From an optimization exercise on the open Yosys and OpenROAD flow, aimed at small area, a short achievable clock period and few clock cycles per item; shortcuts taken in it are not production practice. Only simulation tests tie the RTL to the original design; equivalence was not proved.

==> inputs of run K <==
Design rotation_matrix_to_quaternion_unit, start of the top module:
module rotation_matrix_to_quaternion_unit (
  input  logic               clk,
  input  logic               rst,
  input  logic               in_valid,
  output logic               in_ready,
  input  logic signed [15:0] m00, m01, m02,
  input  logic signed [15:0] m10, m11, m12,
  input  logic signed [15:0] m20, m21, m22,
  output logic               out_valid,
  input  logic               out_ready,
  output logic [14:0]        qw,
  output logic signed [15:0] qx, qy, qz
);
  logic               v_m, in_rdy, adv;
  logic signed [15:0] r00, r01, r02, r10, r11, r12, r20, r21, r22;
  logic        vF;
  logic [16:0] f_rad;
  logic [15:0] f_D0, f_D1, f_D2;
  logic        f_dn0, f_dn1, f_dn2, f_diag, f_neg;
  logic [1:0]  f_k;
  logic        f_hold;
  logic [3:0] sqd1_1;
  logic [0:0] sqq1_2;
  logic [1:0] sqr1_3;
  logic [2:0] X_1;
  logic [15:0] rad1_4;
  logic [4:0] sqd2_5;
  logic [1:0] sqq2_6;
  logic [2:0] sqr2_7;
  logic [3:0] X_2;
  logic [13:0] rad2_8;
  logic [5:0] sqd3_9;
  logic [2:0] sqq3_10;
  logic [3:0] sqr3_11;
  logic [4:0] X_3;
  logic [11:0] rad3_12;
  logic [6:0] sqd4_13;
  logic [3:0] sqq4_14;
  logic [4:0] sqr4_15;
  logic [5:0] X_4;
  logic [9:0] rad4_16;
  logic [7:0] sqd5_17;
  logic [4:0] sqq5_18;
  logic [5:0] sqr5_19;
  logic [6:0] X_5;
  logic [7:0] rad5_20;
  logic [8:0] sqd6_21;
  logic [5:0] sqq6_22;
  ...
export LEC_CHECK = 0
export CAP_MARGIN = 20
export CORE_MARGIN = 2
export CORE_UTILIZATION = 40
export SLEW_MARGIN = 20
create_clock -name core_clock -period 19.0 [get_ports {clk}]
standard.sh (not shown) runs the stock make flow with config.mk's settings and CLKGATE_MAP_FILE= SYNTH_SCRIPT=/design/flow/synth_recipe.tcl, a recipe that flattens the netlist after the stock synthesis.
==> flow/flow/run.sh <==
#!/bin/bash
# The standard layout (standard.sh), with these changes to how it is made:
#  - ADDER_MAP_FILE empty: Yosys does not map adders onto the library's
#    full/half adder cells; ABC maps all of the logic, with its area script
#    (ABC_AREA=1);
#  - SETUP_SLACK_MARGIN=13.9: repair_timing keeps working until every path
#    is about 5.1 ns (the clock stays at the design's period);
#  - clock sinks clustered in groups of up to 25 within 80 um.
# Everything else (synthesis script, floorplan, power grid, placement, CTS,
# routing) is the standard flow. Its output goes to standard.log.
set -euo pipefail
bash standard.sh ABC_AREA=1 ADDER_MAP_FILE= SETUP_SLACK_MARGIN=13.9 \
  CTS_CLUSTER_SIZE=25 CTS_CLUSTER_DIAMETER=80 > standard.log 2>&1
==> run B: changes against run K <==
--- a/flow/flow/run.sh
+++ b/flow/flow/run.sh
@@ -7,3 +7,4 @@
 #    is about 5.1 ns (the clock stays at the design's period);
-#  - clock sinks clustered in groups of up to 25 within 80 um.
+#  - clock sinks clustered in groups of up to 25 within 80 um;
+#  - core utilization 55% (a smaller die, shorter wires).
 # Everything else (synthesis script, floorplan, power grid, placement, CTS,
@@ -12,2 +13,2 @@
 bash standard.sh ABC_AREA=1 ADDER_MAP_FILE= SETUP_SLACK_MARGIN=13.9 \
-  CTS_CLUSTER_SIZE=25 CTS_CLUSTER_DIAMETER=80 > standard.log 2>&1
+  CTS_CLUSTER_SIZE=25 CTS_CLUSTER_DIAMETER=80 CORE_UTILIZATION=55 > standard.log 2>&1
==> qor summary <==
item                                                                                         run K              run B
Final Cycle Share                                                                            27.5%              27.0%
Die Area                                                                              228000 sq um       166000 sq um
Measured slew at the worst slew-check pin                                                  1.03 ns            1.05 ns
Share of the core filled with cells                                                          46.1%              62.2%
Fmax                                                                                       191 MHz            195 MHz
Outcome                                                           no timing/DRC/antenna violations  no timing/DRC/antenna violations
Timing endpoint of the critical path                                                         qz[5]             qx[10]
Share of post-route cells with drive strength above 1                                        10.2%              9.88%
Clock input transition at the sequential cells of the worst setup and hold paths           0.10 ns            0.09 ns
Proportion of cell area occupied by registers                                                37.1%              37.7%
Metal3 WL                                                                                 16400 um           20600 um
Met2 track demand over resource                                                              42.9%              57.6%
P&R area growth vs syn                                                                       14.5%              12.8%
Via count of the first global-routing pass                                                   77000              79400
Wire length on met1                                                                      128000 um          109000 um
Clock latency reported for the late side of the worst-skew pair                            0.79 ns            0.75 ns
X dimension of the die                                                                      477 um             407 um
Worst setup path start                                                            o_z[5]$_DFFE_PN_  o_x[10]$_DFFE_PN_
Testbench counts of run K, summed over its fixed seeds: cycles 9,988, items 9,600.
Testbench counts of run B, summed over its fixed seeds: cycles 9,988, items 9,600.


==> v28: inputs <==
rotation_matrix_to_quaternion_unit, a different RTL version from the one above (not shown whole).
clock: 19.0 ns
lec_check: 0
cap_margin: 20
core_margin: 2
core_utilization: 40
slew_margin: 20
==> flow/flow/run.sh <==
#!/bin/bash
# The standard layout (standard.sh), with these changes to how it is made:
#  - ADDER_MAP_FILE empty: Yosys does not map adders onto the library's
#    full/half adder cells; ABC maps all of the logic, with its area script
#    (ABC_AREA=1);
#  - SETUP_SLACK_MARGIN=13.9: repair_timing keeps working until every path
#    is about 5.1 ns (the clock stays at the design's period);
#  - clock sinks clustered in groups of up to 25 within 80 um;
#  - core utilization 55% (a smaller die, shorter wires);
#  - every port still gets its own buffer, but buffer_ports starts from
#    buf_1 (the resizer upsizes the ones that need it).
# Everything else (synthesis script, floorplan, power grid, placement, CTS,
# routing) is the standard flow. Its output goes to standard.log.
set -euo pipefail
bash standard.sh ABC_AREA=1 ADDER_MAP_FILE= SETUP_SLACK_MARGIN=13.9 \
  CTS_CLUSTER_SIZE=25 CTS_CLUSTER_DIAMETER=80 CORE_UTILIZATION=55 \
  "BUFFER_PORTS_ARGS=-buffer_cell sky130_fd_sc_hd__buf_1" > standard.log 2>&1
==> inputs of v38, as changes to v28 <==
--- a/flow/flow/run.sh
+++ b/flow/flow/run.sh
@@ -6,12 +6,11 @@
 #  - SETUP_SLACK_MARGIN=13.9: repair_timing keeps working until every path
 #    is about 5.1 ns (the clock stays at the design's period);
 #  - clock sinks clustered in groups of up to 25 within 80 um;
-#  - core utilization 55% (a smaller die, shorter wires);
 #  - every port still gets its own buffer, but buffer_ports starts from
 #    buf_1 (the resizer upsizes the ones that need it).
 # Everything else (synthesis script, floorplan, power grid, placement, CTS,
 # routing) is the standard flow. Its output goes to standard.log.
 set -euo pipefail
 bash standard.sh ABC_AREA=1 ADDER_MAP_FILE= SETUP_SLACK_MARGIN=13.9 \
-  CTS_CLUSTER_SIZE=25 CTS_CLUSTER_DIAMETER=80 CORE_UTILIZATION=55 \
+  CTS_CLUSTER_SIZE=25 CTS_CLUSTER_DIAMETER=80 \
   "BUFFER_PORTS_ARGS=-buffer_cell sky130_fd_sc_hd__buf_1" > standard.log 2>&1
==> inputs of v20, as changes to v28 <==
--- a/flow/flow/run.sh
+++ b/flow/flow/run.sh
@@ -6,12 +6,12 @@
 #  - SETUP_SLACK_MARGIN=13.9: repair_timing keeps working until every path
 #    is about 5.1 ns (the clock stays at the design's period);
 #  - clock sinks clustered in groups of up to 25 within 80 um;
-#  - core utilization 55% (a smaller die, shorter wires);
+#  - core utilization 65% (a smaller die, shorter wires);
 #  - every port still gets its own buffer, but buffer_ports starts from
 #    buf_1 (the resizer upsizes the ones that need it).
 # Everything else (synthesis script, floorplan, power grid, placement, CTS,
 # routing) is the standard flow. Its output goes to standard.log.
 set -euo pipefail
 bash standard.sh ABC_AREA=1 ADDER_MAP_FILE= SETUP_SLACK_MARGIN=13.9 \
-  CTS_CLUSTER_SIZE=25 CTS_CLUSTER_DIAMETER=80 CORE_UTILIZATION=55 \
+  CTS_CLUSTER_SIZE=25 CTS_CLUSTER_DIAMETER=80 CORE_UTILIZATION=65 \
   "BUFFER_PORTS_ARGS=-buffer_cell sky130_fd_sc_hd__buf_1" > standard.log 2>&1
==> reports/qor.csv <==
stage;metric;value;unit
outcome;status;no timing/DRC/antenna violations;
sta;worst_clock_skew;0.04705;ns
critical_path;worstPathMaxFanout;1;
clocking;clkTransAtPathRegs;0.09;ns
finish;nets;13161;
floorplanning;dieWidth;406.5;um
critical_path;worst_r2r_path_depth;23;
worst_hold_path;min_from;f_D2[5];
grt;grt_pass1_vias;78978;
finish;n_antenna_cell;3;
finish;clock_buffers;93;
Source of the figures above: v28

==> reports/qor.csv <==
stage;metric;value;unit
finish;clock_buffers;92;
finish;n_antenna_cell;4;
worst_hold_path;min_from;s9_q1[8];
outcome;status;no timing/DRC/antenna violations;
critical_path;worstPathMaxFanout;7;
Source of the figures above: v20

==> reports/qor.csv <==
stage;metric;value;unit
worst_hold_path;min_from;s3_k[1];
finish;nets;13143;
critical_path;worst_r2r_path_depth;32;
outcome;status;no timing/DRC/antenna violations;
floorplanning;dieWidth;476.0;um
grt;grt_pass1_vias;73458;
clocking;clkTransAtPathRegs;0.09;ns
Source of the figures above: v38

Testbench counts of v28, summed over its fixed seeds: cycles 9,988, items 9,600.
Testbench counts of v38, summed over its fixed seeds: cycles 9,988, items 9,600.
Testbench counts of v20, summed over its fixed seeds: cycles 9,988, items 9,600.

static timing again, ports no longer ideal:
How much do the figures lean on ideal ports? The routed layouts below were timed once more, with nothing changed but the port constraints. Step 1 (the two cells are an assumption about what drives the block):
set clk [get_ports {clk}]
set_driving_cell -lib_cell sky130_fd_sc_hd__clkbuf_16 $clk
set_driving_cell -lib_cell sky130_fd_sc_hd__buf_2 [delete_from_list [all_inputs] $clk]
Step 2 adds t to the input delays and takes it off the output delays; t is the mean of the earliest and latest rising clock arrival at the registers after step 1. Input paths then give back, and output paths get back, about the clock's delay inside the block. Slacks: ideal ports / drivers / drivers and shift; pairs: ideal ports / drivers.
run | shift t [ns] | setup WS [ns] | worst setup path after step 2
run K | 0.838 | 13.769 / 13.683 / 13.280 | input to register
run B | 0.823 | 13.863 / 13.777 / 13.331 | input to register
v28 | 0.824 | 13.882 / 13.790 / 13.325 | input to register
v38 | 0.833 | 13.757 / 13.673 / 13.747 | input to register
v20 | 0.815 | 13.776 / 13.776 / 13.257 | input to register
After both steps setup and hold are still met in every run listed. The setup slack of v28, which loses most, moves by -0.092 ns with the drivers and by -0.557 ns with both steps.
